Source: an optimization exercise on an open RTL-to-GDS flow (aim: small area and a short achievable clock period). Production flows keep margins and buffers that such runs may drop.
In this exercise RTL edits were held to simulation tests only and were not proved equivalent to the original.
Power and IR drop assume default switching activity.

==> v10: inputs <==
## kmeans_cluster_store
module kmeans_cluster_store
#(
    parameter int K      = kmeans_pkg::K_DEF,
    parameter int DATA_W = kmeans_pkg::DATA_W_DEF,
    parameter int DEPTH  = kmeans_pkg::DEPTH_DEF,
    parameter int IDX_W  = $clog2(K),
    parameter int ADDR_W = $clog2(DEPTH),
    parameter int CNT_W  = ADDR_W + 1
    ,parameter int SUM_W = DATA_W + ADDR_W
) (
    input  logic              clk,
    input  logic              reset,
    input  logic              in_valid,
    output logic              in_ready,
    input  logic [DATA_W-1:0] in_data,
    input  logic [IDX_W-1:0]  in_idx,
    input  logic              clr,
    input  logic              rd_en,
    input  logic [IDX_W-1:0]  rd_sel,
    input  logic [ADDR_W-1:0] rd_addr,
    output logic              rd_valid,
    output logic [DATA_W-1:0] rd_data,
    output logic [CNT_W-1:0]  cnt,
    output logic [K-1:0]      full,
    output logic              err
    ,output logic [SUM_W-1:0] sum
);
    localparam int NW   = K * DEPTH;         
    localparam int LO_W = 3;                 
    localparam int HI_W = ADDR_W - LO_W;
    localparam int N1 = DEPTH / 8;
    localparam int N2 = N1 / 2;
    localparam int N3 = N2 / 2;
    logic [DATA_W-1:0] mem [NW];
    logic [CNT_W-1:0]  count [K];
    logic [SUM_W-1:0]  acc [K];
    logic [K-1:0]      xfer_k;
    logic              xfer_oob;
    logic [K-1:0]      rsel;        
    logic [ADDR_W-1:0] in_slot;     
    logic [K-1:0]      wq_en;
    logic [ADDR_W-1:0] wq_slot;
    logic [DATA_W-1:0] wq_data;
    always_comb begin
        in_ready = !clr;
        in_slot  = '0;
        for (int k = 0; k < K; k++) begin
            if (int'(in_idx) == k) in_slot = count[k][ADDR_W-1:0];
            full[k]   = count[k][ADDR_W];
            xfer_k[k] = in_valid && !clr && (int'(in_idx) == k) && !count[k][ADDR_W];
            if (int'(in_idx) == k && count[k][ADDR_W]) in_ready = 1'b0;
            rsel[k]   = (int'(rd_sel) == k);
        end
  ...
Settings: LEC_CHECK=0, CAP_MARGIN=20, CORE_MARGIN=2, CORE_UTILIZATION=65, CTS_CLUSTER_DIAMETER=100, CTS_CLUSTER_SIZE=24, GPL_TIMING_DRIVEN=0, SETUP_SLACK_MARGIN=1.2, SLEW_MARGIN=20, SYNTH_HIERARCHICAL=1; clock period 3.5 ns.
standard.sh (not shown) runs the stock make flow with config.mk's settings and CLKGATE_MAP_FILE= SYNTH_SCRIPT=/design/flow/synth_recipe.tcl, a recipe that flattens the netlist after the stock synthesis.
==> flow/flow/run.sh <==
#!/bin/bash
# The standard layout (standard.sh), with one change: the buffers that
# buffer_ports puts on every input and output port are buf_4 cells instead
# of the tool's default pick (a delay buffer). The make output goes to
# flow_standard.log; ORFS keeps each step's log under orfs/logs/.
set -uo pipefail
bash standard.sh "BUFFER_PORTS_ARGS=-buffer_cell sky130_fd_sc_hd__buf_4" finish > flow_standard.log 2>&1
==> v35: changes against v10 <==
--- a/flow/design.v
+++ b/flow/design.v
@@ -45,10 +45,21 @@
     input  logic       take,
     input  logic       hold,
     output logic       y
 );
     assign y = (~&t_n & take) | hold;
+endmodule
+module kmeans_sel_dec #(
+    parameter int K     = 3,
+    parameter int SEL_W = 2
+) (
+    input  logic [SEL_W-1:0] sel,
+    output logic [K-1:0]     y
+);
+    always_comb begin
+        for (int k = 0; k < K; k++) y[k] = (int'(sel) == k);
+    end
 endmodule
 module kmeans_rd_dec #(
     parameter int K      = 3,
     parameter int ADDR_W = 6,
     parameter int SEL_W  = 2,
@@ -111,11 +122,12 @@
     logic [K-1:0]      xfer_k;
     logic              xfer_oob;
     logic [K-1:0]      rsel;        
     logic [ADDR_W-1:0] in_slot;     
     logic [K-1:0]      wq_en;
-    logic [ADDR_W-1:0] wq_slot;
+    logic [(1<<LO_W)-1:0] wq_lo;    
+    logic [(1<<HI_W)-1:0] wq_hi;    
     logic [DATA_W-1:0] wq_data;
     always_comb begin
         in_ready = !clr;
         in_slot  = '0;
         for (int k = 0; k < K; k++) begin
@@ -149,57 +161,68 @@
             err   <= xfer_oob;
             wq_en <= xfer_k;
         end
     end
     always_ff @(posedge clk) begin
-        wq_slot <= in_slot;
+        for (int l = 0; l < (1 << LO_W); l++) wq_lo[l] <= (int'(in_slot[LO_W-1:0]) == l);
+        for (int h = 0; h < (1 << HI_W); h++) wq_hi[h] <= (int'(in_slot[ADDR_W-1:LO_W]) == h);
         wq_data <= in_data;
     end
     for (genvar k = 0; k < K; k++) begin : g_bank
-        logic [(1<<LO_W)-1:0] slot_lo;
-        logic [(1<<HI_W)-1:0] slot_hi;
-        always_comb begin
-            for (int l = 0; l < (1 << LO_W); l++)
-                slot_lo[l] = (int'(wq_slot[LO_W-1:0]) == l);
-            for (int h = 0; h < (1 << HI_W); h++)
-                slot_hi[h] = (int'(wq_slot[ADDR_W-1:LO_W]) == h);
-        end
         for (genvar j = 0; j < DEPTH; j++) begin : g_word
             logic we;
             kmeans_and3 u_we (
-                .a({wq_en[k], slot_hi[j >> LO_W], slot_lo[j % (1 << LO_W)]}),
+                .a({wq_en[k], wq_hi[j >> LO_W], wq_lo[j % (1 << LO_W)]}),
                 .y(we)
             );
             always_ff @(posedge clk) begin
                 if (we) begin
                     mem[k*DEPTH + j] <= wq_data;
                 end
             end
         end
     end
-    logic [NW-1:0]     line;
+    logic [NW-1:0]     line_a;      
+    logic [NW-1:0]     line_b;      
+    logic [K-1:0]      rsel_c;      
+    logic [K-1:0]      rsel_s0;
+    logic [K-1:0]      rsel_s1;
     logic [DATA_W-1:0] rd_next;
     logic              in_range;
     logic              pend_hit;    
     logic              take_mem;    
     logic              take_pend;   
-    kmeans_rd_dec #(.K(K), .ADDR_W(ADDR_W), .SEL_W(IDX_W)) u_dec (
+    kmeans_rd_dec #(.K(K), .ADDR_W(ADDR_W), .SEL_W(IDX_W)) u_dec_a (
         .sel  (rd_sel),
         .addr (rd_addr),
-        .line (line)
+        .line (line_a)
     );
+    kmeans_rd_dec #(.K(K), .ADDR_W(ADDR_W), .SEL_W(IDX_W)) u_dec_b (
+        .sel  (rd_sel),
+        .addr (rd_addr),
+        .line (line_b)
+    );
+    kmeans_sel_dec #(.K(K), .SEL_W(IDX_W)) u_rsel_c  (.sel(rd_sel), .y(rsel_c));
+    kmeans_sel_dec #(.K(K), .SEL_W(IDX_W)) u_rsel_s0 (.sel(rd_sel), .y(rsel_s0));
+    kmeans_sel_dec #(.K(K), .SEL_W(IDX_W)) u_rsel_s1 (.sel(rd_sel), .y(rsel_s1));
     always_comb begin
         in_range = 1'b0;
         for (int k = 0; k < K; k++) begin
-            if (rsel[k] && CNT_W'(rd_addr) < count[k]) in_range = 1'b1;
-        end
-        pend_hit  = (|(wq_en & rsel)) && (wq_slot == rd_addr);
+            if (rsel_c[k] && CNT_W'(rd_addr) < count[k]) in_range = 1'b1;
+        end
+        pend_hit  = (|(wq_en & rsel)) && wq_lo[rd_addr[LO_W-1:0]] && wq_hi[rd_addr[ADDR_W-1:LO_W]];
         take_mem  = rd_en && in_range && !pend_hit;
         take_pend = rd_en && in_range && pend_hit;
     end
     for (genvar b = 0; b < DATA_W; b++) begin : g_rbit
         logic [K-1:0] t4_n;        
+        logic [NW-1:0] line;
+        if (b < DATA_W/2) begin : g_lo
+            assign line = line_a;
+        end else begin : g_hi
+            assign line = line_b;
+        end
         for (genvar k = 0; k < K; k++) begin : g_rb
             logic [N1-1:0] t1;     
             logic [N2-1:0] t2_n;   
             logic [N3-1:0] t3;     
             for (genvar g = 0; g < N1; g++) begin : g_t1
@@ -234,17 +257,23 @@
         end
     end
     for (genvar b = 0; b < CNT_W; b++) begin : g_cnt_out
         logic [K-1:0] p_n;
         for (genvar k = 0; k < K; k++) begin : g_p
-            kmeans_nand2 u (.a({rsel[k], count[k][b]}), .y(p_n[k]));
+            kmeans_nand2 u (.a({rsel_c[k], count[k][b]}), .y(p_n[k]));
         end
         kmeans_nand3 u_o (.a(p_n), .y(cnt[b]));
     end
     for (genvar b = 0; b < SUM_W; b++) begin : g_sum_out
         logic [K-1:0] p_n;
+        logic [K-1:0] rs;
+        if (b < SUM_W/2) begin : g_lo
+            assign rs = rsel_s0;
+        end else begin : g_hi
+            assign rs = rsel_s1;
+        end
         for (genvar k = 0; k < K; k++) begin : g_p
-            kmeans_nand2 u (.a({rsel[k], acc[k][b]}), .y(p_n[k]));
+            kmeans_nand2 u (.a({rs[k], acc[k][b]}), .y(p_n[k]));
         end
         kmeans_nand3 u_o (.a(p_n), .y(sum[b]));
     end
 endmodule
==> flow/flow/run.sh (replaced) <==
#!/bin/bash
# The standard layout (standard.sh), with two changes: the buffers that
# buffer_ports puts on every input and output port are buf_4 cells instead
# of the tool's default pick (a delay buffer), and the buffers that synthesis
# (ABC) inserted are removed at floorplan so that the placement-aware repair
# rebuilds the buffering. The make output goes to flow_standard.log; ORFS
# keeps each step's log under orfs/logs/.
set -uo pipefail
bash standard.sh "BUFFER_PORTS_ARGS=-buffer_cell sky130_fd_sc_hd__buf_4" REMOVE_ABC_BUFFERS=1 finish > flow_standard.log 2>&1
- CORE_UTILIZATION: 65 -> 75
==> results.txt <==
	v35	v10
Clock share of power	30.1%	30.3%
Adder-cell area share of the yosys netlist	0.733%	0.745%
Met2 GRT Util	63.3%	53.8%
Data required time at the worst endpoint	4.21 ns	4.25 ns
Proportion of power drawn by flip-flops and latches	65.5%	65.6%
Crit-path slowest cell	nor2_1	nor2_2
Worst-Margin Slew	1.13 ns	0.844 ns
Wire length on met2	161000 um	156000 um
Overall die width	405 um	432 um
Switching power total	13.4 mW	13.2 mW
Static leakage	42.9 nW	43.7 nW
Mux share of post-synthesis cell area	0.166%	0.119%
Result of the run	complete, no violations	complete, no violations
Met1 track demand over resource	56.9%	50.8%
Synth Register Bits	3212	3202

separate check: timing with driven ports:
In the flow no input, the clock included, has a driving cell. The finished layouts below were timed again as built, in two steps. Step 1: set_driving_cell puts a clkbuf_16 on clk and a buf_2 on each other input, an assumption about the parent block. Step 2 adds t to the input delays and takes it off the output delays; t is the mean of the earliest and latest rising clock arrival at the registers after step 1. Input paths then give back, and output paths get back, about the clock's delay inside the block. a / b / c = ideal ports / drivers / drivers and shift; a / b = the first two.
| run | t (ns) | setup WS [ns] | worst hold slack (ns) | worst data-port slew with drivers (ns) | cell pins on the clock port's net |
|---|---|---|---|---|---|
| v10 | 0.944 | 0.896 / 0.856 / -0.007 | 0.049 / -0.016 / 0.556 | 0.08 | 1 |
| v35 | 0.897 | 0.893 / 0.464 / -0.433 | 0.042 / -0.021 / 0.566 | 0.65 | 1 |
Met with ideal ports but missed after step 2: setup timing in v10 and v35. The setup slack of v35, which loses most, moves by -0.429 ns with the drivers and by -1.326 ns with both steps.
